Context: an optimization exercise on an open-source flow, tuned for small area. The choices shown serve that exercise and are no tape-out recipe.
Only simulation tests tie the RTL to the original design; equivalence was not proved.
Power is estimated from default activity; no workload was simulated. The flow treats the clock pin as an ideal source, which a real chip does not have.

==> flow/design.v <==
package ethFramePkg;
   localparam logic [7:0] PREAMBLE_BYTE = 8'h55;
   localparam logic [7:0] SFD_BYTE = 8'hD5;
   localparam logic [47:0] BOARD_MAC = 48'h0080_55ec_0078;
   localparam logic [15:0] ETHERTYPE_IPV4 = 16'h0800;
   localparam logic [7:0] IP_PROTO_UDP = 8'h11;
   localparam logic [31:0] BOARD_IP = {8'd192, 8'd168, 8'd46, 8'd120};
   localparam logic [15:0] CMD_PORT = 16'd2007;
   localparam int FRAME_IDX_W = 7;
   localparam logic [FRAME_IDX_W-1:0] OFS_ETHERTYPE = 7'd12;
   localparam logic [FRAME_IDX_W-1:0] OFS_PROTO = 7'd23;
   localparam logic [FRAME_IDX_W-1:0] OFS_DST_IP = 7'd30;
   localparam logic [FRAME_IDX_W-1:0] OFS_DST_PORT = 7'd36;
   localparam logic [FRAME_IDX_W-1:0] OFS_CMD = 7'd42;
   localparam logic [31:0] CRC_INIT = 32'hFFFF_FFFF;
   localparam logic [31:0] CRC_POLY = 32'h04C1_1DB7;
   localparam logic [31:0] CRC_RESIDUE = 32'hC704_DD7B;
   localparam int CRC_BYTES = 4;
endpackage
package regCmdPkg;
   localparam logic [6:0] REG_COUNT = 7'd64;
   localparam int REG_IDX_W = 6;
   localparam int ADDR_W = 36;
   localparam int DATA_W = 64;
   localparam int DATA_BYTES = DATA_W / 8;
   localparam logic [7:0] MAX_READ_WORDS = 8'd8;
   localparam int REPLY_DEPTH = 16;
   localparam int REPLY_PTR_W = $clog2(REPLY_DEPTH);
   localparam int REPLY_CREDITS = 4;
   localparam int CREDIT_W = $clog2(REPLY_CREDITS + 1);
   localparam int CMD_HDR_BYTES = 10;
   localparam int FLAG_WRITE = 0;
   typedef logic [ADDR_W-1:0] regAddrT;
   typedef logic [DATA_W-1:0] regDataT;
   typedef union packed {
      logic [CMD_HDR_BYTES-1:0][7:0] byteView;
      struct packed {
         logic [8*CMD_HDR_BYTES-ADDR_W-17:0] unused;
         regAddrT addr;
         logic [7:0] count;
         logic [7:0] flags;
      } fieldView;
   } cmdHeaderU;
endpackage
import ethFramePkg::*;
import regCmdPkg::*;
module rtfCmdRx
(
   input  logic       PHY_RXCLK,
   input  logic       rst,
   input  logic [7:0] PHY_RXD,
   input  logic       PHY_RXCTL_RXDV,
   input  logic       PHY_RXER,
   input  logic       replyCredit,
   output logic       replyValid,
   output logic [ADDR_W-1:0]    replyAddr,
   output logic [DATA_W-1:0]    replyData
);
   localparam int QN = REPLY_DEPTH;
   logic inBody;
   logic prev55;
   logic [6:0] idx;           
   logic [31:0] crcReg;
   logic matchOk;
   logic errFlag;
   logic isWrite;
   logic countOk;
   logic [3:0] cnt;           
   logic [DATA_W-1:0] cmdWord;
   logic [ADDR_W-1:0] addr;
   logic [DATA_W-1:0] dataWord;
   logic whiNz;               
   logic rxByte;
   logic sfd;
   logic frameEnd;
   logic lenOk;
   logic cmdOk;
   logic push;                
   function automatic logic [31:0] crcNext(input logic [31:0] crc, input logic [7:0] data);
      logic [31:0] c;
      c = crc;
      for (int i = 0; i < 8; i++)
      begin
         if (c[31] ^ data[i])
            c = {c[30:0], 1'b0} ^ CRC_POLY;
         else
            c = {c[30:0], 1'b0};
      end
      crcNext = c;
   endfunction
   function automatic logic [8:0] expAt(input logic [6:0] i);
      case (i)
         7'd0:  expAt = {1'b1, BOARD_MAC[47:40]};
         7'd1:  expAt = {1'b1, BOARD_MAC[39:32]};
         7'd2:  expAt = {1'b1, BOARD_MAC[31:24]};
         7'd3:  expAt = {1'b1, BOARD_MAC[23:16]};
         7'd4:  expAt = {1'b1, BOARD_MAC[15:8]};
         7'd5:  expAt = {1'b1, BOARD_MAC[7:0]};
         7'd12: expAt = {1'b1, ETHERTYPE_IPV4[15:8]};
         7'd13: expAt = {1'b1, ETHERTYPE_IPV4[7:0]};
         7'd23: expAt = {1'b1, IP_PROTO_UDP};
         7'd30: expAt = {1'b1, BOARD_IP[31:24]};
         7'd31: expAt = {1'b1, BOARD_IP[23:16]};
         7'd32: expAt = {1'b1, BOARD_IP[15:8]};
         7'd33: expAt = {1'b1, BOARD_IP[7:0]};
         7'd36: expAt = {1'b1, CMD_PORT[15:8]};
         7'd37: expAt = {1'b1, CMD_PORT[7:0]};
         default: expAt = 9'h000;
      endcase
   endfunction
   logic [8:0] expB;
   assign expB = expAt(idx);
   assign rxByte = inBody && PHY_RXCTL_RXDV;
   assign sfd = !inBody && prev55 && PHY_RXCTL_RXDV && PHY_RXD == SFD_BYTE;
   assign frameEnd = inBody && !PHY_RXCTL_RXDV;
   assign lenOk = idx[6] || (!isWrite && idx[5:3] == 3'b111);
   assign cmdOk = frameEnd && matchOk && !errFlag && countOk && lenOk &&
      crcReg == CRC_RESIDUE;
   always_ff @(posedge PHY_RXCLK)
   begin
      if (rst)
      begin
         inBody <= 1'b0;
         prev55 <= 1'b0;
      end
      else
      begin
         if (inBody)
            inBody <= PHY_RXCTL_RXDV;
         else if (sfd)
            inBody <= 1'b1;
         prev55 <= !inBody && !sfd && PHY_RXCTL_RXDV && PHY_RXD == PREAMBLE_BYTE;
      end
   end
   always_ff @(posedge PHY_RXCLK)
   begin
      if (sfd)
      begin
         idx <= '0;
         crcReg <= CRC_INIT;
         matchOk <= 1'b1;
         errFlag <= PHY_RXER;
      end
      else if (rxByte)
      begin
         if (!idx[6])
            idx <= idx + 1'b1;
         crcReg <= crcNext(crcReg, PHY_RXD);
         errFlag <= errFlag | PHY_RXER;
         if (expB[8] && PHY_RXD != expB[7:0])
            matchOk <= 1'b0;
      end
   end
   always_ff @(posedge PHY_RXCLK)
   begin
      if (rxByte && idx == 7'd42)
         isWrite <= PHY_RXD[FLAG_WRITE];
      if (rxByte && idx == 7'd43)
      begin
         cnt <= PHY_RXD[3:0];
         countOk <= isWrite ? PHY_RXD == 8'd1 :
            PHY_RXD != 8'd0 && PHY_RXD <= MAX_READ_WORDS;
      end
      else if (push)
         cnt <= cnt - 1'b1;
   end
   logic [5:0] p;             
   logic sweep;               
   logic wpend;
   logic [5:0] waddr;
   logic anyPending;
   logic land0;
   logic land32;
   logic zeroIn;
   assign zeroIn = rst || sweep;
   assign land0 = wpend && !zeroIn && !anyPending && waddr == p;
   assign land32 = wpend && !zeroIn && !anyPending &&
      waddr[4:0] == p[4:0] && waddr[5] != p[5];
   always_ff @(posedge PHY_RXCLK)
   begin
      if (rst)
      begin
         p <= '0;
         sweep <= 1'b1;
         wpend <= 1'b0;
      end
      else
      begin
         p <= p + 1'b1;
         if (p == 6'd31)
            sweep <= 1'b0;
         if (cmdOk && isWrite && !whiNz)
            wpend <= 1'b1;
         else if (land0 || land32)
            wpend <= 1'b0;
      end
   end
   logic [64*DATA_W-1:0] ring;
   logic [DATA_W-1:0] ring0;
   logic [DATA_W-1:0] ring32;
   assign ring0 = ring[0 +: DATA_W];
   assign ring32 = ring[32*DATA_W +: DATA_W];
   logic take0, keep0, take32, keep32;
   assign take0 = land0;
   assign keep0 = !land0 && !zeroIn;
   assign take32 = land32;
   assign keep32 = !land32 && !zeroIn;
   always_ff @(posedge PHY_RXCLK)
   begin
      ring <= {ring0, ring[64*DATA_W-1:DATA_W]};
      ring[63*DATA_W +: DATA_W] <= ({DATA_W{take0}} & dataWord) | ({DATA_W{keep0}} & ring0);
      ring[31*DATA_W +: DATA_W] <= ({DATA_W{take32}} & dataWord) | ({DATA_W{keep32}} & ring32);
   end
   logic busy;
   logic curIn;
   logic [REPLY_PTR_W:0] wrPtr;
   logic [REPLY_PTR_W:0] rdPtr;
   logic [QN*DATA_W-1:0] qPay;
   logic [QN*REG_IDX_W-1:0] qLo;
   logic [QN-1:0] qOor;
   logic [QN-1:0] qPend;
   logic [REG_IDX_W-1:0] lo0;
   logic [REG_IDX_W-1:0] want;
   logic [REG_IDX_W-1:0] tapOfs;
   logic tapHit;
   logic [DATA_W-1:0] tapData;
   logic [CREDIT_W-1:0] credits;
   logic deliver;
   assign lo0 = qLo[0 +: REG_IDX_W];
   assign curIn = addr[ADDR_W-1:REG_IDX_W] == '0;
   assign push = busy && p[REPLY_PTR_W-1:0] == wrPtr[REPLY_PTR_W-1:0] &&
      (wrPtr[REPLY_PTR_W] == rdPtr[REPLY_PTR_W] || wrPtr[REPLY_PTR_W-1:0] != rdPtr[REPLY_PTR_W-1:0]) &&
      !(curIn && wpend);
   assign want = push ? addr[REG_IDX_W-1:0] : lo0;
   assign tapOfs = want - p;
   assign tapHit = tapOfs[5:4] == 2'b00;
   assign tapData = ring[{tapOfs[3:0], 6'b0} +: DATA_W];
   assign anyPending = |qPend;
   always_ff @(posedge PHY_RXCLK)
   begin
      if (rst)
      begin
         busy <= 1'b0;
         wrPtr <= '0;
      end
      else
      begin
         if (cmdOk && !isWrite)
            busy <= 1'b1;
         else if (push && cnt == 4'd1)
            busy <= 1'b0;
         if (push)
            wrPtr <= wrPtr + 1'b1;
      end
   end
   assign addr = cmdWord[59:24];
   assign dataWord = cmdWord;
   always_ff @(posedge PHY_RXCLK)
   begin
      if (rxByte && ((idx >= 7'd44 && idx <= 7'd48) || (isWrite && idx >= 7'd52 && idx <= 7'd59)))
         cmdWord <= {PHY_RXD, cmdWord[DATA_W-1:8]};
      else if (push)
         cmdWord[59:24] <= addr + 1'b1;
   end
   always_ff @(posedge PHY_RXCLK)
   begin
      if (rxByte && isWrite && idx >= 7'd44 && idx <= 7'd48)
      begin
         case (idx[2:0])
            3'd4:
            begin
               waddr <= PHY_RXD[REG_IDX_W-1:0];
               whiNz <= PHY_RXD[7:6] != 2'b00;
            end
            3'd0: whiNz <= whiNz || PHY_RXD[3:0] != 4'h0;
            default: whiNz <= whiNz || PHY_RXD != 8'h00;
         endcase
      end
   end
   always_ff @(posedge PHY_RXCLK)
   begin
      qPay <= {qPay[0 +: DATA_W], qPay[QN*DATA_W-1:DATA_W]};
      qLo <= {lo0, qLo[QN*REG_IDX_W-1:REG_IDX_W]};
      qOor <= {qOor[0], qOor[QN-1:1]};
      qPend <= {qPend[0] && !zeroIn, qPend[QN-1:1]};
      if (push)
      begin
         qLo[(QN-1)*REG_IDX_W +: REG_IDX_W] <= addr[REG_IDX_W-1:0];
         qOor[QN-1] <= !curIn;
         qPend[QN-1] <= curIn && !tapHit && !zeroIn;
         qPay[(QN-1)*DATA_W +: DATA_W] <= curIn ? tapData : DATA_W'(addr[ADDR_W-1:REG_IDX_W]);
      end
      else if (qPend[0] && tapHit)
      begin
         qPend[QN-1] <= 1'b0;
         qPay[(QN-1)*DATA_W +: DATA_W] <= tapData;
      end
   end
   assign deliver = wrPtr != rdPtr && rdPtr[REPLY_PTR_W-1:0] == p[REPLY_PTR_W-1:0] &&
      !qPend[0] && credits != '0;
   always_ff @(posedge PHY_RXCLK)
   begin
      if (rst)
      begin
         rdPtr <= '0;
         credits <= CREDIT_W'(REPLY_CREDITS);
      end
      else
      begin
         if (deliver)
            rdPtr <= rdPtr + 1'b1;
         credits <= credits + CREDIT_W'(replyCredit) - CREDIT_W'(deliver);
      end
   end
   assign replyValid = deliver;
   assign replyAddr = {qOor[0] ? qPay[0 +: ADDR_W-REG_IDX_W] : '0, lo0};
   assign replyData = {qPay[ADDR_W-REG_IDX_W +: DATA_W-ADDR_W+REG_IDX_W],
      qOor[0] ? '0 : qPay[0 +: ADDR_W-REG_IDX_W]};
endmodule
==> flow/run.sh <==
#!/bin/bash
# synth_recipe.tcl (not shown) runs the flow's synth.tcl, then flattens the netlist and writes it again
# the make line also repeats each setting of config.mk as NAME=value (left out here)
make -C /OpenROAD-flow-scripts/flow DESIGN_CONFIG=/design/flow/config.mk WORK_HOME=/design/flow/orfs CLKGATE_MAP_FILE= SYNTH_SCRIPT=/design/flow/synth_recipe.tcl finish
==> flow/config.mk <==
export PLATFORM = sky130hd
export DESIGN_NAME = rtfCmdRx
export DESIGN_NICKNAME = rtfCmdRx
export VERILOG_FILES = /design/flow/design.v
export SDC_FILE = /design/flow/constraint.sdc
export NUM_CORES = 4
export LEC_CHECK = 0
export CAP_MARGIN = 20
export CORE_MARGIN = 2
export CORE_UTILIZATION = 70
export CTS_CLUSTER_DIAMETER = 80
export CTS_CLUSTER_SIZE = 30
export PLACE_DENSITY = 0.8
export SLEW_MARGIN = 20
==> flow/constraint.sdc <==
create_clock -name core_clock -period 8.0 [get_ports {PHY_RXCLK}]
set_input_delay 1.6000 -clock core_clock [delete_from_list [all_inputs] [get_ports {PHY_RXCLK}]]
set_output_delay 1.6000 -clock core_clock [all_outputs]
set_load 0.01 [all_outputs]
==> results of run 1 <==
-- kinds of logic after synthesis --
| family | count (synthesis) | share of synthesized area [%] |
|---|---|---|
| compound gates | 353 | 1.80 |
| xor+xnor | 153 | 1.08 |
| fa+ha+maj | 18 | 0.193 |
| buf+inv | 292 | 1.07 |
| flops | 5399 | 87.3 |
| mux | 333 | 5.56 |
| simple gates | 782 | 3.02 |
-- final timing paths --
kind,start,to,slack (ns),cells after the start
max reg2reg,cmdWord[30]$_DFFE_PP_,qPay[990]$_DFF_P_,2.18,15
min reg2reg,ring[3594]$_DFF_P_,ring[3530]$_DFF_P_,0.31,0
max,cmdWord[30]$_DFFE_PP_,qPay[990]$_DFF_P_,2.18,15
min,ring[3594]$_DFF_P_,ring[3530]$_DFF_P_,0.31,0
-- per-stage QoR --
| step | hold WS (ns) | setup WS [ns] | instances |
|---|---|---|---|
| after floorplan | 0.310 | 3.31 | 7330 |
| after global placement | 0.310 | 2.48 | 9553 |
| after detailed placement | 0.312 | 2.33 | 9553 |
| after CTS | 0.309 | 2.26 | 9801 |
| after global routing | 0.309 | 1.91 | 9803 |
| final | 0.312 | 2.18 | 9813 |
-- final cells by class --
type	instances	area share, %
antenna	12	0.0225
clock buffer	230	3.88
clock inverter	18	0.225
inverter	25	0.0703
multi-input combinational	1639	11.0
sequential	5399	81.5
tap	2340	2.19
timing repair buffer	150	1.11
-- power groups by stage --
| stage | Combinational (W) | Clock, W | Sequential, W |
|---|---|---|---|
| floorplan | 0.000488 | 0 | 0.0276 |
| global placement | 0.000654 | 0 | 0.0276 |
| detailed placement | 0.000663 | 0 | 0.0276 |
| CTS | 0.000672 | 0.0125 | 0.0270 |
| global route | 0.000710 | 0.0133 | 0.0270 |
| finish | 0.000670 | 0.0123 | 0.0270 |
-- flip-flops by register name (all words and copies together) (netlist names), 3 cells and up, named ones only --
name	count
p	6
wrPtr	5
credits	3
qLo	96
crcReg	32
cmdWord	64
qPend	16
qPay	1024
rdPtr	5
ring	4096
qOor	16
idx	7
cnt	4
waddr	6
-- cell usage after synthesis, types with 5 or more instances --
cell type  instances
xor2_1            49
a22o_1            34
inv_1             25
edfxtp_1          78
nor4_1            15
mux4_2           287
nor2b_1           73
nor4b_1            6
or3_1              6
buf_2             44
clkbuf_1         153
nor4bb_1           5
xnor2_1          103
a21oi_1          104
nand3_1           90
and3_1             7
a211oi_1          34
nor3_1            39
ha_1              16
buf_1             24
o21ai_0           86
mux2i_1           39
mux2_2             7
nor2_1            96
o211ai_1          35
dfxtp_1         5321
a21o_1             7
nand2_1          336
buf_4             40
a22oi_1           31
nand4_1           47
and2_1            34
-- critical path: stages, from the launching register on --
cell and delay, ns:
edfxtp_1 0.57, nor4_1 0.48, nand2_1 0.19, nor3_4 0.38, a21o_2 0.21, buf_4 0.64, nand2_1 0.11, nand2_1 0.15
ha_1 0.24, nor2b_1 0.14, o31a_1 0.30, a311o_1 0.41, mux4_2 0.79, a21o_1 0.22, buf_4 0.58, a22o_1 0.25
-- metal layers --
metal	vias to the layer above	global-route usage, %
li1	24000	-
met5	-	0
met4	6	9.53
met3	447	3.50
met2	1389	41.6
met1	25400	31.8
==> metrics.md, run 1 <==
| Metric | Value |
|---|---|
| Top layer reached by signal wires | `met5` |
| Vias in the first global route | `54,400` |
| Net Sw Frac | `20.2%` |
| # hold bufs at CTS | `0` |
| Starting Density | `70.6%` |
| Post-synth EDFFs | `78` |
| Met2 wire len | `109,000 um` |
| Most frequent cells in the layout | `dfxtp_1 (5,321), nand2_1 (336), mux4_2 (287)` |
| Vias | `51,200` |
| Register Area | `0.109 sq mm` |
| Multi-input gate area | `0.0146 sq mm` |
| Worst Path Max Fanout | `70` |
| Fraction of the yosys area taken by sequential cells | `87.3%` |
| Total congestion overflow | `0` |
| Initial DRC Count | `4,237` |
| Clk latency of the worst-skew pair | `0.87 ns` |
| Postcts setup bufs | `0` |
| Combinational power share | `1.7%` |
| Layout cells sized above 1 | `7.71%` |
| Die height | `426 um` |
| Critical path required time | `8.81 ns` |
| Cell row count | `154` |
| CTS Root Cell | `clkbuf_16` |
| Dominant synthesized flop cell | `dfxtp_1` |
| Area contributors post-synth | `dfxtp_1 (85%), mux4_2 (5.2%), edfxtp_1 (1.9%)` |
| Post-synth top area share | `85.4%` |
| Final hold violations | `0` |
| Gr usage total | `24.4%` |
| CTS max path bufs | `3` |
| Setup TNS | `0 ns` |
| Die Area | `0.182 sq mm` |
| Internal | `0.0319 W` |
| CP Class | `reg2reg` |
| Vias per inst | `5.22` |
| Drt first pass iters | `7` |
| Slew @ Worst Pin | `1.06 ns` |
| CTS resizes | `0` |
| Crit path launch type | `flop` |
| Ys async rst share | `0%` |
| Synth Warn # | `1` |
| RSZ-0062 raised after global routing | `no` |
| Top-Level Pins | `114` |
| RePlAce Congestion | `0.868` |
| Clk_skew | `0.0407 ns` |
| Die width | `426 um` |
| DP Wirelength | `122,000 um` |
| M1 wire length | `91,400 um` |
| Syn Area/Cell | `17.0 sq um` |
| Sequential Power Share | `67.5%` |
| Slew Viols, Final | `0` |
| Core ar. | `0.177 sq mm` |
| Clock net sink count | `5,399` |
| Pwr/cell area | `299 mW/mm^2` |
| Port Buffers | `113` |
| Post-synth top area cell | `dfxtp_1` |
| Antenna violations before repair | `17` |
| Clock power share | `30.8%` |
| Max_slew headroom | `29.3%` |
| Syn Std Cell Area | `0.125 sq mm` |
| Final min period | `5.82 ns` |
| Yosys reg bits | `5,399` |
| Final period util | `72.7%` |
| Most common cell after layout, fill and taps aside | `dfxtp_1` |
| Post-DP Area | `0.128 sq mm` |
| Num CTS Buffers | `200` |
| H-Tree Depth | `4` |
| Finished Core Util | `75.6%` |
| Syn Inst Count | `7,330` |
| Fill cells | `9,205` |
| Synth Net Count | `7,361` |
| Pwr Total | `0.0400 W` |
| Final setup fails | `0` |
| Hold/Removal Path Class | `reg2reg` |
| Leakage Power | `51.7 nW` |
| First-pass GRT wire length | `331,000 um` |
| Antenna Nets Post-Route | `0` |
| TritonCTS clock tree | `built` |
| Largest net degree at the start of global routing | `112` |
| DRC Markers | `0` |
| Design area | `0.134 sq mm` |
| CP Data Arrival Time | `6.63 ns` |
| F_max | `0.172 GHz` |
| Switching pwr | `0.00805 W` |
| Worst setup EP type | `flop` |
| Max cap viols | `0` |
| Nets | `7,446` |
| Final WL | `219,000 um` |
| Layout area overhead | `7.03%` |
| CTS clk-pin slew, worst paths | `0.12 ns` |
| Number of distinct library cells after synthesis | `64` |
| Drt wl/cell | `22.3 um` |
| Met3 WL | `9590 um` |
| Peak VDD IR | `0.263 mV` |
| Status | `no timing/DRC/antenna violations` |
==> inputs of run 2 (changes only) <==
==> flow/flow/run.sh (new file) <==
#!/bin/bash
# The standard layout (standard.sh) with two changes made through the
# ORFS variables its scripts read:
#  - the input and output port buffers are buf_1, the smallest buffer,
#    instead of the cell the resizer picks;
#  - clock tree synthesis clusters up to 30 flip-flops within 80 um per
#    leaf buffer and inserts no dummy loads.
# Everything else (synthesis, floorplan, power grid, tap cells, placement,
# routing) is the standard flow. The make output goes to standard_flow.log;
# each ORFS step keeps its own log under orfs/logs.
set -euo pipefail
export BUFFER_PORTS_ARGS="-inputs -outputs -buffer_cell sky130_fd_sc_hd__buf_1"
export CTS_ARGS="-sink_clustering_enable -repair_clock_nets -dont_use_dummy_load -sink_clustering_size 30 -sink_clustering_max_diameter 80"
bash standard.sh > standard_flow.log 2>&1
==> flow/standard.sh (new file) <==
#!/bin/bash
# synth_recipe.tcl (not shown) runs the flow's synth.tcl, then flattens the netlist and writes it again
# the make line also repeats each setting of config.mk as NAME=value (left out here)
make -C /OpenROAD-flow-scripts/flow DESIGN_CONFIG=/design/flow/config.mk WORK_HOME=/design/flow/orfs CLKGATE_MAP_FILE= SYNTH_SCRIPT=/design/flow/synth_recipe.tcl "${@:-finish}"
removed: flow/run.sh
==> run 2 against run 1 <==
Net effect:
- sequential cell count did not move
- fmax fell by 4.7%
- count of clock-buffer cells in the layout fell by 29
- synthesized cell count did not move
- critical endpoint is now qPay[982]$_DFF_P_
- via count fell by 0.13%
- largest power group unchanged
- die area did not move
- utilization fell by 0.66 points
- synthesized area did not move
- clock skew rose by 0.049 ns
==> metrics.md, run 2 <==
| Metric | Value |
|---|---|
| Status | `no timing/DRC/antenna violations` |
| Worst setup EP type | `flop` |
| H-Tree Depth | `4` |
| Most frequent cells in the layout | `dfxtp_1 (5,321), nand2_1 (336), mux4_2 (287)` |
| Final min period | `6.10 ns` |
| Die Area | `0.182 sq mm` |
| Synth Net Count | `7,361` |
| Synth Warn # | `1` |
| Most common cell after layout, fill and taps aside | `dfxtp_1` |
| Crit-path most repeated cell | `nand2_1` |
| Num CTS Buffers | `201` |
| Port Buffers | `113` |
| Reg2Reg Depth | `15` |
| CP cell instances | `nor4_1 > nand2_1 > nor3_4 > a21o_2 > buf_4 > nand2_1 > nand2_1 > ha_1 > nor2b_1 > o31a_1 > a311o_1 > mux4_2 > and2_1 > buf_4 > o211ai_1` |
| Total congestion overflow | `0` |
| Post-synth top area share | `85.4%` |
| DRC Markers | `0` |
| Largest net degree at the start of global routing | `130` |
| RePlAce Congestion | `0.850` |
| Slew Viols, Final | `0` |
| FF-to-FF Start | `cmdWord[30]$_DFFE_PP_` |
| Max_slew headroom | `26.3%` |
| Syn Inst Count | `7,330` |
| Starting Density | `70.6%` |
| Final WL | `220,000 um` |
| CTS clk-pin slew, worst paths | `0.10 ns` |
| Hold/Removal Path Class | `reg2reg` |
| Multi-input gate area | `0.0146 sq mm` |
| RSZ-0062 raised after global routing | `no` |
| Post-DP Area | `0.127 sq mm` |
| Clk latency of the worst-skew pair | `0.87 ns` |
| CP Data Arrival Time | `6.79 ns` |
| Reg with most FFs | `ring` |
| Dominant synthesized flop cell | `dfxtp_1` |
| Number of distinct library cells after synthesis | `64` |
| CP Buf/Inv Count | `2` |
| Final setup fails | `0` |
| Nets | `7,446` |
| Worst R2R End | `qPay[982]$_DFF_P_` |
| Biggest registers after layout | `ring (4096), qPay (1024), qLo (96)` |
| Syn Area/Cell | `17.0 sq um` |
| Critical path required time | `8.68 ns` |
| Slowest-stage cell, CP | `mux4_2` |
| CTS max path bufs | `3` |
| Final hold violations | `0` |
| Hold Path Stages | `0` |
| Die width | `426 um` |
| Yosys reg bits | `5,399` |
| Fill cells | `9,361` |
| Cell row count | `154` |
| Slew @ Worst Pin | `1.11 ns` |
| CTS Root Cell | `clkbuf_16` |
| TritonCTS clock tree | `built` |
| CP Class | `reg2reg` |
| Pwr/cell area | `299 mW/mm^2` |
| CTS resizes | `0` |
| Post-synth top area cell | `dfxtp_1` |
| Top-count cell post-synth | `dfxtp_1` |
| Leakage Power | `51.3 nW` |
| Final period util | `76.3%` |
| First-pass GRT wire length | `330,000 um` |
| Fraction of the yosys area taken by sequential cells | `87.3%` |
| Design area | `0.132 sq mm` |
| DP Wirelength | `122,000 um` |
| Hold Path End | `ring[2559]$_DFF_P_` |
| Setup TNS | `0 ns` |
| Max reg flops | `4,096` |
| Top delay family on crit path | `simple AND/OR/NAND/NOR gates` |
| Drt wl/cell | `22.5 um` |
| Top-Level Pins | `114` |
| Worst Path Max Fanout | `70` |
| Syn Std Cell Area | `0.125 sq mm` |
| Gr usage total | `24.4%` |
| Post-synth top cells | `dfxtp_1 (5,321), nand2_1 (336), mux4_2 (287)` |
| Clk_skew | `0.0902 ns` |
| Antenna violations before repair | `16` |
| F_max | `0.164 GHz` |
| Layout area overhead | `6.10%` |
| Vias per inst | `5.24` |
| Postcts setup bufs | `0` |
| Area contributors post-synth | `dfxtp_1 (85%), mux4_2 (5.2%), edfxtp_1 (1.9%)` |
| Antenna Nets Post-Route | `0` |
| Layout cells sized above 1 | `7.47%` |
| Initial DRC Count | `4,134` |
| Vias in the first global route | `54,100` |
| Register Area | `0.109 sq mm` |
| Core ar. | `0.177 sq mm` |
| # hold bufs at CTS | `0` |
| Reg2reg setup slack | `1.90 ns` |
| Crit path launch type | `flop` |
| Max cap viols | `0` |
| Clock net sink count | `5,399` |
| Worst hold start | `ring[2623]$_DFF_P_` |
| CP peak stage delay | `0.82 ns` |
| Peak VDD IR | `0.270 mV` |
| Drt first pass iters | `8` |
| Vias | `51,100` |
| Post-synth EDFFs | `78` |
| Die height | `426 um` |
| Ys async rst share | `0%` |
[run 2: cell counts after synthesis]
Identical to the previous run, type by type.
[run 2: metrics by stage]
step / instances / total power [W] / util [%] / worst slack (ns) / hold slack (ns)
floorplan: 7330 / 0.0281 / - / 3.31 / 0.310
global placement: 9552 / 0.0282 / 72.0 / 2.29 / 0.310
detailed placement: 9552 / 0.0282 / 72.0 / 2.12 / 0.312
CTS: 9753 / 0.0397 / 74.9 / 2.08 / 0.248
global route: 9753 / 0.0406 / 74.9 / 1.73 / 0.252
finish: 9759 / 0.0395 / 74.9 / 1.90 / 0.241
[run 2: worst max-delay path by stage]
| stage | to | start | depth (start not counted) | slack (ns) |
|---|---|---|---|---|
| 5_1_grt | qPay[972]$_DFF_P_ | cmdWord[30]$_DFFE_PP_ | 16 | 1.73 |
| 3_5_place_dp | qPay[977]$_DFF_P_ | cmdWord[30]$_DFFE_PP_ | 15 | 2.12 |
| 2_1_floorplan | qPay[991]$_DFF_P_ | cmdWord[30]$_DFFE_PP_ | 18 | 3.31 |
| 3_3_place_gp | qPay[987]$_DFF_P_ | cmdWord[30]$_DFFE_PP_ | 15 | 2.29 |
| 6_report | qPay[982]$_DFF_P_ | cmdWord[30]$_DFFE_PP_ | 15 | 1.90 |
| 4_1_cts | qPay[975]$_DFF_P_ | cmdWord[30]$_DFFE_PP_ | 15 | 2.08 |
[run 2: cell type report]
type                    count  share of cell area [%]
diodes                      6                  0.0113
clock buffers             201                    3.80
inverters                  25                  0.0709
multi-input cells        1639                    11.0
flip-flops and latches   5399                    82.3
well taps                2340                    2.21
repair buffers            149                   0.591
[run 2: power by group]
group	leakage [nW]	internal [W]	switching (W)
Combinational	5.24	0.000245	0.000413
Clock	2.48	0.00453	0.00738
Sequential	43.5	0.0269	0.0000304
[run 2: layer usage]
| layer | up-vias | share of wire (%) | GRT usage [%] |
|---|---|---|---|
| met4 | 8 | 4.4 | 10.0 |
| met3 | 493 | 4.5 | 3.91 |
| met5 | - | 0.021 | 0 |
| li1 | 23900 | - | - |
| met1 | 25400 | 42 | 31.4 |
| met2 | 1319 | 50 | 41.5 |
[run 2: worst register-to-register path, stage by stage, from the launching register on]
cell,delay [ns]
edfxtp_1,0.56
nor4_1,0.52
nand2_1,0.20
nor3_4,0.40
a21o_2,0.21
buf_4,0.68
nand2_1,0.13
nand2_1,0.17
ha_1,0.24
nor2b_1,0.14
o31a_1,0.30
a311o_1,0.42
mux4_2,0.82
and2_1,0.58
buf_4,0.38
o211ai_1,0.17
[run 2: kinds of logic after synthesis]
family / Yosys count / share of synthesized area (%)
and+or+nand+nor: 782 / 3.02
AOI/OAI and AO/OA: 353 / 1.80
muxes: 333 / 5.56
xor gates and xnor gates: 153 / 1.08
buffers and inverters: 292 / 1.07
DFF: 5399 / 87.3
adders and majority gates: 18 / 0.193
==> inputs of run 3 (changes only) <==
--- a/flow/config.mk
+++ b/flow/config.mk
@@ -6,5 +6,5 @@
 export NUM_CORES = 4
 export LEC_CHECK = 0
-export CAP_MARGIN = 20
+export CAP_MARGIN = 5
 export CORE_MARGIN = 2
 export CORE_UTILIZATION = 70
@@ -12,3 +12,3 @@
 export CTS_CLUSTER_SIZE = 30
 export PLACE_DENSITY = 0.8
-export SLEW_MARGIN = 20
+export SLEW_MARGIN = 5
==> run 3 against run 2 <==
Net effect:
- via count did not move
- global-route usage did not move
- highest routed layer unchanged
- count of clock-buffer cells in the layout did not move
- synthesized cell count did not move
- final area did not move
==> metrics.md, run 3 <==
| Metric | Value |
|---|---|
| Status | `no timing/DRC/antenna violations` |
| Drt wl/cell | `22.5 um` |
| Setup WS pre-CTS | `2.12 ns` |
| Port Buffers | `113` |
| Pwr/cell area | `299 mW/mm^2` |
| Fraction of the yosys area taken by sequential cells | `87.3%` |
| Crit path launch type | `flop` |
| RePlAce Congestion | `0.850` |
| Hold/Removal Path Class | `reg2reg` |
| Vias per inst | `5.24` |
| Syn Area/Cell | `17.0 sq um` |
| Nets | `7,446` |
| Worst Path Max Fanout | `70` |
| Clock net sink count | `5,399` |
| Number of distinct library cells after synthesis | `64` |
| DRC Markers | `0` |
| Die Area | `0.182 sq mm` |
| Num CTS Buffers | `201` |
| CTS resizes | `0` |
| Syn Inst Count | `7,330` |
| Die width | `426 um` |
| Final hold violations | `0` |
| Register Area | `0.109 sq mm` |
| Post-synth EDFFs | `78` |
| Final period util | `76.3%` |
| DP Wirelength | `122,000 um` |
| Final setup fails | `0` |
| Synth Warn # | `1` |
| CTS clk-pin slew, worst paths | `0.10 ns` |
| Initial DRC Count | `4,134` |
| Fill cells | `9,361` |
| # hold bufs at CTS | `0` |
| Post-synthesis compound-gate area fraction | `1.80%` |
| Area contributors post-synth | `dfxtp_1 (85%), mux4_2 (5.2%), edfxtp_1 (1.9%)` |
| Biggest registers after layout | `ring (4096), qPay (1024), qLo (96)` |
| Post-synthesis adder-cell area fraction | `0.193%` |
| F_max | `0.164 GHz` |
| Ys async rst share | `0%` |
| H-Tree Depth | `4` |
| Clk_skew | `0.0902 ns` |
| Max reg flops | `4,096` |
| Top-count cell post-synth | `dfxtp_1` |
| Vias | `51,100` |
| Yosys reg bits | `5,399` |
| Die height | `426 um` |
| Antenna violations before repair | `16` |
| Drt first pass iters | `8` |
| Dominant synthesized flop cell | `dfxtp_1` |
| Max cap viols | `0` |
| Total congestion overflow | `0` |
| Layout cells sized above 1 | `7.47%` |
| CP Data Arrival Time | `6.79 ns` |
| Post-synth top area share | `85.4%` |
| Mux contribution to synthesized area | `5.56%` |
| Most frequent cells in the layout | `dfxtp_1 (5,321), nand2_1 (336), mux4_2 (287)` |
| CP Class | `reg2reg` |
| Leakage Power | `51.3 nW` |
| First-pass GRT wire length | `330,000 um` |
| CTS max path bufs | `3` |
| Worst hold start | `ring[2623]$_DFF_P_` |
| Final min period | `6.10 ns` |
| Core ar. | `0.177 sq mm` |
| Antenna Nets Post-Route | `0` |
| GR Util met1 | `31.4%` |
| Max_slew headroom | `26.3%` |
| Post-synth top area cell | `dfxtp_1` |
| CTS Root Cell | `clkbuf_16` |
| FF-to-FF Start | `cmdWord[30]$_DFFE_PP_` |
| Layout area overhead | `6.10%` |
| TritonCTS clock tree | `built` |
| Multi-input gate area | `0.0146 sq mm` |
| Critical path required time | `8.68 ns` |
| Clk latency of the worst-skew pair | `0.87 ns` |
| Design area | `0.132 sq mm` |
| Setup WS post-layout | `1.90 ns` |
| Finished Core Util | `74.9%` |
| Starting Density | `70.6%` |
| Most common cell after layout, fill and taps aside | `dfxtp_1` |
| Setup TNS | `0 ns` |
| Most crowded layer after global routing | `met2` |
| Synth Net Count | `7,361` |
| Gr usage total | `24.4%` |
| Postcts setup bufs | `0` |
| Slew @ Worst Pin | `1.11 ns` |
| Largest family of logic cells by synthesized area | `multiplexers` |
| Post-DP Area | `0.127 sq mm` |
| Final WL | `220,000 um` |
| RSZ-0062 raised after global routing | `no` |
| Critical path startpoint | `cmdWord[30]$_DFFE_PP_` |
| Peak VDD IR | `0.270 mV` |
| Reg with most FFs | `ring` |
| Worst setup EP type | `flop` |
| Syn Std Cell Area | `0.125 sq mm` |
| Post-Synth XOR/XNOR Area | `1.08%` |
| Cell row count | `154` |
| Post-synth top cells | `dfxtp_1 (5,321), nand2_1 (336), mux4_2 (287)` |
| Grt met3 use | `3.91%` |
| Simple-Gate Fraction of Synth Area | `3.02%` |
| Slew Viols, Final | `0` |
| Vias in the first global route | `54,100` |
| Largest net degree at the start of global routing | `130` |
| Met2 GRT Util | `41.5%` |
| Top-Level Pins | `114` |
==> run 3: cell counts after synthesis <==
No cell type changed its count.
==> run 3: metal layers <==
layer	wire, um	vias up	part of all wire [%]
met3	9950	493	4.5
met4	9650	8	4.4
met2	109000	1319	50
li1	-	23900	-
met5	46	-	0.021
met1	91300	25400	42
==> run 3: worst max-delay path, cell delays in order, from the launching register on <==
cell and delay, ns:
edfxtp_1 0.56, nor4_1 0.52, nand2_1 0.20, nor3_4 0.40, a21o_2 0.21, buf_4 0.68
nand2_1 0.12, nand2_1 0.17, ha_1 0.24, nor2b_1 0.14, o31a_1 0.30, a311o_1 0.42
mux4_2 0.82, and2_1 0.55, buf_4 0.38, o211ai_1 0.17
==> run 3: final timing paths <==
check / to / slack, ns / cells after the start
hold / removal: ring[2559]$_DFF_P_ / 0.24 / 0
setup / recovery: qPay[982]$_DFF_P_ / 1.90 / 15
hold reg to reg: ring[2559]$_DFF_P_ / 0.24 / 0
setup reg to reg: qPay[982]$_DFF_P_ / 1.90 / 15
==> run 3: power by group <==
part	internal (W)	leakage, nW	total, W	switching [W]
clock	0.00453	2.48	0.0119	0.00738
sequential	0.0269	43.5	0.0270	0.0000304
combinational	0.000245	5.24	0.000658	0.000413
==> run 3: logic make-up after synthesis <==
family                   after synthesis
AO/OA/AOI/OAI                        353
flip-flops                          5399
buffers and inverters                292
adder cells (fa/ha/maj)               18
XOR/XNOR                             153
multiplexers                         333
AND/OR/NAND/NOR                      782
==> run 3: layout make-up <==
cell class / count / share of cell area, %
Clock buffer: 201 / 3.80
Inverter: 25 / 0.0709
Sequential cell: 5399 / 82.3
Timing Repair Buffer: 149 / 0.591
Multi-Input combinational cell: 1639 / 11.0
Tap cell: 2340 / 2.21
Antenna cell: 6 / 0.0113
==> run 3: metrics by stage <==
stage	hold slack (ns)	power [W]	instances
CTS	0.248	0.0397	9753
finish	0.241	0.0395	9759
floorplan	0.310	0.0281	7330
global placement	0.310	0.0282	9552
global route	0.252	0.0406	9753
detailed placement	0.312	0.0282	9552
==> inputs of run 4 (changes only) <==
--- a/flow/config.mk
+++ b/flow/config.mk
@@ -6,9 +6,9 @@
 export NUM_CORES = 4
 export LEC_CHECK = 0
-export CAP_MARGIN = 5
+export CAP_MARGIN = 10
 export CORE_MARGIN = 2
-export CORE_UTILIZATION = 70
+export CORE_UTILIZATION = 75
 export CTS_CLUSTER_DIAMETER = 80
 export CTS_CLUSTER_SIZE = 30
-export PLACE_DENSITY = 0.8
-export SLEW_MARGIN = 5
+export PLACE_DENSITY = 0.85
+export SLEW_MARGIN = 10
==> run 4 against run 3 <==
Net effect:
- the run now fails in clock tree synthesis
- synthesized cell count stayed put
- synthesized area unchanged
==> metrics.md, run 4 <==
| Metric | Value |
|---|---|
| Status | `aborted with a tool error` |
| Exit stage | `clock tree synthesis` |
| Stop err | `[ERROR DPL-0033] detailed placement checks failed during check placement.` |
| Post-synth top area cell | `dfxtp_1` |
| Starting Density | `75.6%` |
| Post-DP Area | `0.127 sq mm` |
| Dominant synthesized flop cell | `dfxtp_1` |
| Ys async rst share | `0%` |
| Yosys reg bits | `5,399` |
| # hold bufs at CTS | `0` |
| DP Wirelength | `142,000 um` |
| Synth Net Count | `7,361` |
| Top-count cell post-synth | `dfxtp_1` |
| Post-synth top cells | `dfxtp_1 (5,321), nand2_1 (336), mux4_2 (287)` |
| Clock net sink count | `5,399` |
| Top-Level Pins | `114` |
| H-Tree Depth | `4` |
| Port Buffers | `113` |
| Number of distinct library cells after synthesis | `64` |
| Post-synth top area share | `85.4%` |
| CTS max path bufs | `3` |
| Area contributors post-synth | `dfxtp_1 (85%), mux4_2 (5.2%), edfxtp_1 (1.9%)` |
| Syn Std Cell Area | `0.125 sq mm` |
| Synth Warn # | `1` |
| CTS Root Cell | `clkbuf_16` |
| Die width | `412 um` |
| Cell row count | `149` |
| Post-synth EDFFs | `78` |
| CTS resizes | `0` |
| Postcts setup bufs | `0` |
| RePlAce Congestion | `0.850` |
| Num CTS Buffers | `200` |
| Die height | `412 um` |
| Syn Area/Cell | `17.0 sq um` |
| Syn Inst Count | `7,330` |
| Fraction of the yosys area taken by sequential cells | `87.3%` |
==> run 4: power groups by stage <==
stage | combinational (W) | sequential (W) | clock [W]
2_1_floorplan | 0.000488 | 0.0276 | 0
3_3_place_gp | 0.000639 | 0.0276 | 0
3_5_place_dp | 0.000655 | 0.0276 | 0
==> run 4: metrics by stage <==
step	std cells	worst slack [ns]
2_1_floorplan	7330	3.31
3_5_place_dp	9404	2.12
3_3_place_gp	9404	2.28
==> run 4: worst min-delay path by stage <==
stage	startpoint	to	slack, ns	cells after the start
floorplan	qLo[6]$_DFF_P_	qLo[0]$_DFF_P_	0.31	0
global placement	qLo[14]$_DFF_P_	qLo[8]$_DFF_P_	0.31	0
detailed placement	qPay[197]$_DFF_P_	qPay[133]$_DFF_P_	0.31	0
==> run 4: cell families after synthesis <==
group	after synthesis	share of synthesized area (%)
simple gates	782	3.02
fa+ha+maj	18	0.193
mux	333	5.56
flops	5399	87.3
buf+inv	292	1.07
compound gates	353	1.80
xor+xnor	153	1.08
==> inputs of run 5 (changes only) <==
--- a/flow/design.v
+++ b/flow/design.v
@@ -66,5 +66,5 @@
    logic isWrite;
    logic countOk;
-   logic [3:0] cnt;           
+   logic [3:0] cnt;
    logic [DATA_W-1:0] cmdWord;
    logic [ADDR_W-1:0] addr;
@@ -76,5 +76,4 @@
    logic lenOk;
    logic cmdOk;
-   logic push;                
    function automatic logic [31:0] crcNext(input logic [31:0] crc, input logic [7:0] data);
       logic [31:0] c;
@@ -162,6 +161,4 @@
             PHY_RXD != 8'd0 && PHY_RXD <= MAX_READ_WORDS;
       end
-      else if (push)
-         cnt <= cnt - 1'b1;
    end
    logic [5:0] p;             
@@ -213,5 +210,7 @@
    end
    logic busy;
+   logic [3:0] left;
    logic curIn;
+   logic push;
    logic [REPLY_PTR_W:0] wrPtr;
    logic [REPLY_PTR_W:0] rdPtr;
@@ -247,7 +246,14 @@
       begin
          if (cmdOk && !isWrite)
+         begin
             busy <= 1'b1;
-         else if (push && cnt == 4'd1)
-            busy <= 1'b0;
+            left <= cnt;
+         end
+         else if (push)
+         begin
+            left <= left - 1'b1;
+            if (left == 4'd1)
+               busy <= 1'b0;
+         end
          if (push)
             wrPtr <= wrPtr + 1'b1;
--- a/flow/config.mk
+++ b/flow/config.mk
@@ -6,9 +6,9 @@
 export NUM_CORES = 4
 export LEC_CHECK = 0
-export CAP_MARGIN = 10
+export CAP_MARGIN = 20
 export CORE_MARGIN = 2
-export CORE_UTILIZATION = 75
+export CORE_UTILIZATION = 45
 export CTS_CLUSTER_DIAMETER = 80
 export CTS_CLUSTER_SIZE = 30
-export PLACE_DENSITY = 0.85
-export SLEW_MARGIN = 10
+export PLACE_DENSITY = 0.6
+export SLEW_MARGIN = 20
==> run 5 against run 4 <==
Net effect:
- synthesized cell count barely moved
- the run now finishes clean
- synthesized area increased by 0.14%
==> metrics.md, run 5 <==
| Metric | Value |
|---|---|
| Crit path launch type | `flop` |
| Port Buffers | `113` |
| Biggest registers after layout | `ring (4096), qPay (1024), qLo (96)` |
| Starting Density | `45.2%` |
| Leakage Power | `51.1 nW` |
| Max_slew headroom | `24.8%` |
| Met2 wire len | `88,700 um` |
| CTS clk-pin slew, worst paths | `0.10 ns` |
| Max reg flops | `4,096` |
| Initial DRC Count | `3,071` |
| Hold/Removal Path Class | `reg2reg` |
| Postcts setup bufs | `0` |
| Yosys reg bits | `5,403` |
| Antenna Nets Post-Route | `0` |
| Ys async rst share | `0%` |
| Critical path required time | `8.74 ns` |
| Final WL | `193,000 um` |
| Worst Path Max Fanout | `64` |
| Setup WS pre-CTS | `1.19 ns` |
| RePlAce Congestion | `0.845` |
| Total congestion overflow | `0` |
| Dominant synthesized flop cell | `dfxtp_1` |
| Post-synth top area cell | `dfxtp_1` |
| Core ar. | `0.276 sq mm` |
| Synth Warn # | `1` |
| F_max | `0.154 GHz` |
| Final min period | `6.51 ns` |
| DRC Markers | `0` |
| Fraction of the yosys area taken by sequential cells | `87.3%` |
| Met3 WL | `7260 um` |
| Setup WS post-layout | `1.49 ns` |
| CP Class | `reg2reg` |
| Top-Level Pins | `114` |
| DP Wirelength | `121,000 um` |
| CTS max path bufs | `3` |
| Slew @ Worst Pin | `1.13 ns` |
| Synth Net Count | `7,367` |
| Final hold violations | `0` |
| Die Area | `0.282 sq mm` |
| Drt wl/cell | `17.3 um` |
| Layout cells sized above 1 | `7.53%` |
| Die height | `531 um` |
| Antenna violations before repair | `15` |
| Worst hold start | `qPay[187]$_DFF_P_` |
| Number of distinct library cells after synthesis | `63` |
| Clk_skew | `0.128 ns` |
| Final setup fails | `0` |
| Area contributors post-synth | `dfxtp_1 (85%), mux4_2 (5.2%), edfxtp_1 (2.0%)` |
| FF-to-FF Start | `cmdWord[30]$_DFFE_PP_` |
| Reg with most FFs | `ring` |
| First-pass GRT wire length | `294,000 um` |
| Layout area overhead | `7.62%` |
| Most common cell after layout, fill and taps aside | `dfxtp_1` |
| Clock net sink count | `5,403` |
| Nets | `7,453` |
| Drt first pass iters | `6` |
| Post-synth top area share | `85.3%` |
| Critical path startpoint | `cmdWord[30]$_DFFE_PP_` |
| RSZ-0062 raised after global routing | `no` |
| Largest net degree at the start of global routing | `133` |
| M1 wire length | `89,500 um` |
| # hold bufs at CTS | `0` |
| Final hold slack | `0.197 ns` |
| Num CTS Buffers | `206` |
| Syn Inst Count | `7,336` |
| Vias in the first global route | `49,200` |
| Top-count cell post-synth | `dfxtp_1` |
| Peak VDD IR | `0.178 mV` |
| H-Tree Depth | `4` |
| Most frequent cells in the layout | `dfxtp_1 (5,320), nand2_1 (327), mux4_2 (286)` |
| Max cap viols | `0` |
| Pwr/cell area | `293 mW/mm^2` |
| Syn Area/Cell | `17.0 sq um` |
| Vias per inst | `4.42` |
| Syn Std Cell Area | `0.125 sq mm` |
| Slew Viols, Final | `0` |
| Post-synth EDFFs | `82` |
| Clk latency of the worst-skew pair | `0.92 ns` |
| Cell row count | `193` |
| Worst setup EP type | `flop` |
| CTS Root Cell | `clkbuf_16` |
| Gr usage total | `13.6%` |
| CP Data Arrival Time | `7.26 ns` |
| Final period util | `81.4%` |
| Top layer reached by signal wires | `met5` |
| CTS resizes | `0` |
| Post-synth top cells | `dfxtp_1 (5,321), nand2_1 (328), mux4_2 (286)` |
| Setup TNS | `0 ns` |
| Status | `no timing/DRC/antenna violations` |
| Die width | `531 um` |
| TritonCTS clock tree | `built` |
| Vias | `49,200` |
[run 5: changes by cell type after synthesis, sizes merged, moves of 6 or more]
cell,previous run,this run
o311ai,0,30
clkbuf,155,178
buf,112,93
a22o,34,1
nor3,41,35
xor2,49,55
nor4,17,23
nand2,336,328
nand4,47,20
a32o,0,34
[run 5: per-layer routing]
metal / global-route usage (%) / up-vias
met5: 0 / -
met4: 5.33 / 8
met3: 2.28 / 327
met2: 22.1 / 688
met1: 18.3 / 24200
li1: - / 24000
[run 5: cell type report]
| type | count | area (sq um) |
|---|---|---|
| multi-input cells | 1636 | 14700 |
| flip-flops and latches | 5403 | 109000 |
| inverters | 26 | 97.6 |
| fillers | 23000 | 142000 |
| well taps | 3705 | 4640 |
| clock buffers | 206 | 5150 |
| repair buffers | 149 | 807 |
| diodes | 11 | 27.5 |
[run 5: path summary, 6_finish.rpt]
path	endpoint	slack (ns)	cells after the start
worst min register to register	qPay[123]$_DFF_P_	0.20	0
worst min-delay path	qPay[123]$_DFF_P_	0.20	0
worst max register to register	qPay[993]$_DFF_P_	1.49	15
worst max-delay path	qPay[993]$_DFF_P_	1.49	15
[run 5: where the power goes]
group	total [W]	switching, W	leakage (nW)	internal (W)
clock network	0.0118	0.00722	2.54	0.00462
registers	0.0270	0.00000644	43.4	0.0269
logic	0.000564	0.000348	5.15	0.000217
[run 5: metrics by stage]
stage | cells | utilization, % | power [W] | area, sq um
6_report | 11100 | 48.7 | 0.0394 | 134000
5_1_grt | 11100 | 48.6 | 0.0408 | 134000
4_1_cts | 11100 | 48.6 | 0.0398 | 134000
3_5_place_dp | 10900 | 46.8 | 0.0281 | 129000
3_3_place_gp | 10900 | 46.8 | 0.0281 | 129000
2_1_floorplan | 7336 | - | 0.0280 | 125000
[run 5: critical path: stages, from the launching register on]
cell	delay, ns
edfxtp_1	0.57
nor4_1	0.61
nand4_1	0.24
nor3_1	0.49
nand2b_4	0.67
mux2i_1	0.40
ha_4	0.18
inv_1	0.05
fa_4	0.50
a21o_1	0.20
a21oi_1	0.18
xor2_1	0.29
nand2_2	0.45
or3_2	0.57
buf_4	0.46
a32o_1	0.42
[run 5: cell families (layout without fill, tap and decap cells)]
group	count (synthesis)	count (layout)	share of synthesized area (%)
mux	333	333	5.54
buf+inv	297	381	1.06
xor+xnor	155	155	1.09
flops	5403	5403	87.3
simple gates	747	747	2.83
fa+ha+maj	18	18	0.192
compound gates	383	383	2.02
other cells	0	11	0

[port drivers added, routing unchanged]
No port has a modelled driver above. Below, the same layouts with a new extraction and two added sets of constraints. Step 1 sets driving cells, clkbuf_16 on the clock port and buf_2 on the other inputs (assumed; they add their load-dependent delay and slew). Step 2 also shifts input and output timing later by t, the mid clock arrival at the registers, as if the neighbouring blocks saw the same clock. a / b / c = ideal ports / drivers / drivers and shift; a / b = the first two.
run | t (ns) | slack for setup (ns) | worst setup path after step 2 | cell pins on the clock port's net
run 1 | 0.940 | 2.183 / 2.183 / 2.183 | register to register | 1
run 2 | 0.909 | 1.896 / 1.896 / 1.896 | register to register | 1
run 3 | 0.909 | 1.896 / 1.896 / 1.896 | register to register | 1
run 5 | 0.925 | 1.486 / 1.486 / 1.486 | register to register | 1
After both steps setup and hold are still met in every run listed.
